Context: an optimization exercise on an open-source flow, tuned for small area. The choices shown serve that exercise and are no tape-out recipe. Function was checked by simulation only, so behaviour that the tests miss may differ from the original. Power is estimated from default activity; no workload was simulated.

==> raven: inputs <==
// riscv_cpu
module riscv_cpu (
    input  logic        clk,
    input  logic        reset,
    input  logic [31:0] instr,
    output logic [31:0] pc,
    input  logic [31:0] read_data,
    output logic        dmem_rd_en,
    output logic        dmem_wr_en,
    output logic [31:0] dmem_addr,
    output logic [31:0] dmem_wr_data,
    input  logic        cache_stall
);
    localparam logic [2:0] S_EX = 3'd0, S_LD = 3'd1, S_ST = 3'd2, S_WT = 3'd3, S_PC = 3'd4;
    logic [2:0]  state;
    logic [3:0]  ph;
    logic [9:1]  pcr;
    logic        pcd;
    logic [31:0] ar;
    logic [31:0] dr;
    logic        carry;
    logic        cinc;
    logic        eqf;
    wire last = (ph == 4'd15);
    wire first = (ph == 4'd0);
    wire in_ex = (state == S_EX);
    wire in_pc = (state == S_PC);
    wire [6:0] op = instr[6:0];
    wire [2:0] f3 = instr[14:12];
    wire f3_ok = (f3 == 3'b000) || (f3[2] && f3[1:0] != 2'b01);
    wire is_r  = (op == 7'b0110011) && f3_ok && !instr[31] && (instr[29:25] == 5'd0)
                 && (!instr[30] || f3 == 3'b000);
    wire is_i  = (op == 7'b0010011) && f3_ok;
    wire is_ld = (op == 7'b0000011) && (f3 == 3'b010);
    wire is_st = (op == 7'b0100011) && (f3 == 3'b010);
    wire is_br = (op == 7'b1100011) && (f3[2:1] == 2'b00);
    wire sub   = is_r && instr[30];
    wire is_alu = is_r || is_i;
    wire is_mem = is_ld || is_st;
    logic [31:0] immv;
    always_comb begin
        if (is_br)
            immv = {{20{instr[31]}}, instr[7], instr[30:25], instr[11:8], 1'b0};
        else if (is_st)
            immv = {{21{instr[31]}}, instr[30:25], instr[11:7]};
        else
            immv = {{21{instr[31]}}, instr[30:20]};
    end
    wire [1:0] imm2 = {immv[{ph, 1'b1}], immv[{ph, 1'b0}]};
    wire [4:0] rs1 = instr[19:15];
    wire [4:0] rs2 = instr[24:20];
    wire [4:0] rd  = instr[11:7];
    logic [31:0] head_e;
    logic [31:0] head_o;
    logic        rf_we;
    logic [1:0]  wbits;
    assign head_e[0] = 1'b0;
    assign head_o[0] = 1'b0;
    genvar r;
    generate
        for (r = 1; r < 32; r++) begin : g_rf
            logic [15:0] ce;
            logic [15:0] co;
            wire we = rf_we && (rd == r);
            always_ff @(posedge clk) begin
                ce <= {we ? wbits[0] : ce[0], ce[15:1]};
  ...
==> module riscv_cpu, before the edit <==
module riscv_cpu (
    input  logic        clk,
    input  logic        reset,
    input  logic [31:0] instr,
    output logic [31:0] pc,
    input  logic [31:0] read_data,
    output logic        dmem_rd_en,
    output logic        dmem_wr_en,
    output logic [31:0] dmem_addr,
    output logic [31:0] dmem_wr_data,
    input  logic        cache_stall
);
    localparam logic [2:0] S_EX = 3'd0, S_LD = 3'd1, S_ST = 3'd2, S_WT = 3'd3, S_PC = 3'd4;
    logic [2:0]  state;
    logic [3:0]  ph;
    logic [9:1]  pcr;
    logic        pcd;
    logic [31:0] ar;
    logic [31:0] dr;
    logic        carry;
    logic        cinc;
    logic        eqf;
    wire last = (ph == 4'd15);
    wire first = (ph == 4'd0);
    wire in_ex = (state == S_EX);
    wire in_pc = (state == S_PC);
    wire [6:0] op = instr[6:0];
    wire [2:0] f3 = instr[14:12];
    wire f3_ok = (f3 == 3'b000) || (f3[2] && f3[1:0] != 2'b01);
    wire is_r  = (op == 7'b0110011) && f3_ok && !instr[31] && (instr[29:25] == 5'd0)
                 && (!instr[30] || f3 == 3'b000);
    wire is_i  = (op == 7'b0010011) && f3_ok;
    wire is_ld = (op == 7'b0000011) && (f3 == 3'b010);
    wire is_st = (op == 7'b0100011) && (f3 == 3'b010);
    wire is_br = (op == 7'b1100011) && (f3[2:1] == 2'b00);
    wire sub   = is_r && instr[30];
    wire is_alu = is_r || is_i;
    wire is_mem = is_ld || is_st;
    logic [31:0] immv;
    always_comb begin
        if (is_br)
            immv = {{20{instr[31]}}, instr[7], instr[30:25], instr[11:8], 1'b0};
        else if (is_st)
            immv = {{21{instr[31]}}, instr[30:25], instr[11:7]};
        else
            immv = {{21{instr[31]}}, instr[30:20]};
    end
    wire [1:0] imm2 = {immv[{ph, 1'b1}], immv[{ph, 1'b0}]};
    wire [4:0] rs1 = instr[19:15];
    wire [4:0] rs2 = instr[24:20];
    wire [4:0] rd  = instr[11:7];
    logic [31:0] head_e;
    logic [31:0] head_o;
    logic        rf_we;
    logic [1:0]  wbits;
    assign head_e[0] = 1'b0;
    assign head_o[0] = 1'b0;
    genvar r;
    generate
        for (r = 1; r < 32; r++) begin : g_rf
            logic [15:0] ce;
            logic [15:0] co;
            wire we = rf_we && (rd == r);
            always_ff @(posedge clk) begin
                ce <= {we ? wbits[0] : ce[0], ce[15:1]};
                co <= {we ? wbits[1] : co[0], co[15:1]};
            end
            assign head_e[r] = ce[0];
            assign head_o[r] = co[0];
        end
    endgenerate
    wire [1:0] a = {head_o[rs1], head_e[rs1]};
    wire [1:0] b = {head_o[rs2], head_e[rs2]};
    wire [31:0] pcv = {22'd0, pcr, 1'b0};
    wire [1:0]  pc2 = {pcv[{ph, 1'b1}], pcv[{ph, 1'b0}]};
    wire [1:0] x = in_pc ? pc2 : a;
    wire [1:0] y = in_pc ? imm2 : is_r ? (sub ? ~b : b) : imm2;
    wire       c0 = first ? (in_ex && sub) : carry;
    wire       c1 = (x[0] & y[0]) | (x[0] & c0) | (y[0] & c0);
    wire       c2 = (x[1] & y[1]) | (x[1] & c1) | (y[1] & c1);
    wire [1:0] sum = {x[1] ^ y[1] ^ c1, x[0] ^ y[0] ^ c0};
    wire       i0 = (ph == 4'd1) | (!first && cinc);
    wire       i1 = pc2[0] & i0;
    wire [1:0] inc = {pc2[1] ^ i1, pc2[0] ^ i0};
    wire [1:0] bo = is_r ? b : imm2;
    logic [1:0] alu;
    always_comb begin
        case (f3)
            3'b100:  alu = a ^ bo;
            3'b110:  alu = a | bo;
            3'b111:  alu = a & bo;
            default: alu = sum;
        endcase
    end
    wire       eq_now = (first || eqf) && (a == b);
    wire       br_take = eq_now != instr[12];
    wire [1:0] din = (in_ex && is_st) ? b : (in_pc && is_br) ? sum : inc;
    assign rf_we = (in_ex && is_alu) || (in_pc && is_ld);
    assign wbits = in_ex ? alu : dr[1:0];
    wire dr_shift = in_ex || in_pc;
    wire dr_load = (state == S_LD) && !cache_stall;
    wire ar_shift = in_ex;
    wire [31:0] dr_next = {din, dr[31:2]};
    wire pc_load = last && (in_pc || (in_ex && !is_mem && !(is_br && br_take)));
    always_ff @(posedge clk) begin
        carry <= c2;
        cinc  <= i1 & pc2[1];
        eqf   <= eq_now;
        if (dr_load) dr <= read_data;
        else if (dr_shift) dr <= dr_next;
        if (ar_shift) ar <= {sum, ar[31:2]};
    end
    always_ff @(posedge clk) begin
        if (reset) begin
            state <= S_EX;
            ph    <= 4'd0;
            pcr   <= 9'd0;
            pcd   <= 1'b0;
        end else begin
            ph <= ph + 4'd1;
            if (pc_load) begin
                pcr <= dr_next[31] ? {8'd0, dr_next[1]} : dr_next[9:1];
                pcd <= pcd || (!dr_next[31] && dr_next[12:10] != 3'd0);
            end
            case (state)
                S_EX: if (last) begin
                    if (is_ld) state <= S_LD;
                    else if (is_st) state <= S_ST;
                    else if (is_br && br_take) state <= S_PC;
                end
                S_LD, S_ST: if (!cache_stall) state <= last ? S_PC : S_WT;
                S_WT: if (last) state <= S_PC;
                default: if (last) state <= S_EX;
            endcase
        end
    end
    assign pc           = {pcd, pcv[30:0]};
    assign dmem_rd_en   = (state == S_LD);
    assign dmem_wr_en   = (state == S_ST);
    assign dmem_addr    = ar;
    assign dmem_wr_data = dr;
endmodule
clock: 10.0 ns
lec_check: 0
cap_margin: 20
core_margin: 2
core_utilization: 60
place_density: 0.75
slew_margin: 20
standard.sh (not shown) runs the stock make flow with config.mk's settings and CLKGATE_MAP_FILE= SYNTH_SCRIPT=/design/flow/synth_recipe.tcl, a recipe that flattens the netlist after the stock synthesis.
==> flow/flow/run.sh <==
#!/bin/bash
# Standard layout, with the smallest buffer on each port and a clock tree of
# small buffers without dummy loads.
set -euo pipefail
bash standard.sh \
  BUFFER_PORTS_ARGS="-buffer_cell sky130_fd_sc_hd__buf_1" \
  CTS_ARGS="-sink_clustering_enable -repair_clock_nets -dont_use_dummy_load -buf_list sky130_fd_sc_hd__clkbuf_8 -sink_clustering_size 20 -sink_clustering_max_diameter 50" \
  finish > standard.log 2>&1
==> inputs of pepper, as changes to raven <==
--- a/flow/design.v
+++ b/flow/design.v
@@ -14,13 +14,13 @@
     localparam logic [2:0] S_EX = 3'd0, S_LD = 3'd1, S_ST = 3'd2, S_WT = 3'd3, S_PC = 3'd4;
     logic [2:0]  state;
     logic [3:0]  ph;
-    logic [9:1]  pcr;
-    logic        pcd;
+    logic [31:1] pcr;
     logic [31:0] ar;
     logic [31:0] dr;
     logic        carry;
     logic        cinc;
     logic        eqf;
+    logic        taken;
     wire last = (ph == 4'd15);
     wire first = (ph == 4'd0);
     wire in_ex = (state == S_EX);
@@ -72,8 +72,7 @@
     endgenerate
     wire [1:0] a = {head_o[rs1], head_e[rs1]};
     wire [1:0] b = {head_o[rs2], head_e[rs2]};
-    wire [31:0] pcv = {22'd0, pcr, 1'b0};
-    wire [1:0]  pc2 = {pcv[{ph, 1'b1}], pcv[{ph, 1'b0}]};
+    wire [1:0] pc2 = {pcr[{ph, 1'b1}], (ph == 4'd0) ? 1'b0 : pcr[{ph, 1'b0}]};
     wire [1:0] x = in_pc ? pc2 : a;
     wire [1:0] y = in_pc ? imm2 : is_r ? (sub ? ~b : b) : imm2;
     wire       c0 = first ? (in_ex && sub) : carry;
@@ -95,18 +94,19 @@
     end
     wire       eq_now = (first || eqf) && (a == b);
     wire       br_take = eq_now != instr[12];
-    wire [1:0] din = (in_ex && is_st) ? b : (in_pc && is_br) ? sum : inc;
+    wire [1:0] din = (in_ex && is_st) ? b : (in_pc && taken) ? sum : inc;
     assign rf_we = (in_ex && is_alu) || (in_pc && is_ld);
     assign wbits = in_ex ? alu : dr[1:0];
     wire dr_shift = in_ex || in_pc;
     wire dr_load = (state == S_LD) && !cache_stall;
-    wire ar_shift = in_ex;
+    wire ar_shift = in_ex && is_mem;
     wire [31:0] dr_next = {din, dr[31:2]};
     wire pc_load = last && (in_pc || (in_ex && !is_mem && !(is_br && br_take)));
     always_ff @(posedge clk) begin
         carry <= c2;
         cinc  <= i1 & pc2[1];
         eqf   <= eq_now;
+        if (in_ex && last) taken <= is_br && br_take;
         if (dr_load) dr <= read_data;
         else if (dr_shift) dr <= dr_next;
         if (ar_shift) ar <= {sum, ar[31:2]};
@@ -115,14 +115,10 @@
         if (reset) begin
             state <= S_EX;
             ph    <= 4'd0;
-            pcr   <= 9'd0;
-            pcd   <= 1'b0;
+            pcr   <= 31'd0;
         end else begin
             ph <= ph + 4'd1;
-            if (pc_load) begin
-                pcr <= dr_next[31] ? {8'd0, dr_next[1]} : dr_next[9:1];
-                pcd <= pcd || (!dr_next[31] && dr_next[12:10] != 3'd0);
-            end
+            if (pc_load) pcr <= dr_next[31:1];
             case (state)
                 S_EX: if (last) begin
                     if (is_ld) state <= S_LD;
@@ -135,7 +131,7 @@
             endcase
         end
     end
-    assign pc           = {pcd, pcv[30:0]};
+    assign pc           = {pcr, 1'b0};
     assign dmem_rd_en   = (state == S_LD);
     assign dmem_wr_en   = (state == S_ST);
     assign dmem_addr    = ar;
==> flow/run.sh (new file) <==
#!/bin/bash
# synth_recipe.tcl (not shown) runs the flow's synth.tcl, then flattens the netlist and writes it again
# the make line also repeats each setting of config.mk as NAME=value (left out here)
make -C /OpenROAD-flow-scripts/flow DESIGN_CONFIG=/design/flow/config.mk WORK_HOME=/design/flow/orfs CLKGATE_MAP_FILE= SYNTH_SCRIPT=/design/flow/synth_recipe.tcl finish
Settings changed: CORE_UTILIZATION 60 to 40, PLACE_DENSITY 0.75 to 0.6.
removed: flow/flow/run.sh
removed: flow/standard.sh
==> summary of the runs <==
Between raven and pepper, the lower core utilization is in pepper (gap 16 points).
Against pepper, the fmax of raven is larger by 12%.
Against pepper, the synthesized area of raven is lower by 4.2%.
Between raven and pepper, the lower die area is in raven (gap 36%, measured against pepper).
Of pepper and raven, raven has the higher global-route usage (gap 5.2 points).
==> figures <==
                                                                                 raven          pepper
Result of the run                                                       finished clean  finished clean
Power Total                                                                    6410 uW         8330 uW
Slew headroom                                                                    30.4%           26.1%
Post-synthesis share of cell area spent on and, or, nand and nor gates           4.09%           3.99%
Clk cell area share                                                              3.35%           9.90%
Die extent in y                                                                 212 um          264 um
Largest net degree at the start of global routing                                   35              70
Met2 global-route usage                                                          28.0%           20.4%
Worst Setup Slack, final                                                       3.68 ns         2.89 ns
Global-route total usage across every layer                                      18.8%           13.6%
Number of flops mapped to enable cells by yosys                                     64              65
Post-Layout Cell Count                                                            2420            2822

-- what the ideal ports hide --
How much do the figures lean on ideal ports? The routed layouts below were timed once more, with nothing changed but the port constraints. Step 1 (the two cells are an assumption about what drives the block):
set clk [get_ports {clk}]
set_driving_cell -lib_cell sky130_fd_sc_hd__clkbuf_16 $clk
set_driving_cell -lib_cell sky130_fd_sc_hd__buf_2 [delete_from_list [all_inputs] $clk]
Step 2, shift: input delay + t, output delay - t, t = (earliest + latest rising clock arrival at the registers) / 2. This alone moves slack from input paths to output paths. a / b / c = ideal ports / drivers / drivers and shift; a / b = the first two.
run | shift t [ns] | setup WS [ns] | hold slack, ns | slew at the worst register clock pin (ns)
raven | 0.675 | 3.679 / 3.708 / 3.033 | 0.283 / 0.283 / 0.283 | 0.11 / 0.11
pepper | 0.692 | 2.894 / 2.931 / 2.239 | 0.308 / 0.308 / 0.308 | 0.07 / 0.07
After both steps every run listed still meets setup and hold. The setup slack of pepper, which loses most, moves by +0.037 ns with the drivers and by -0.655 ns with both steps.
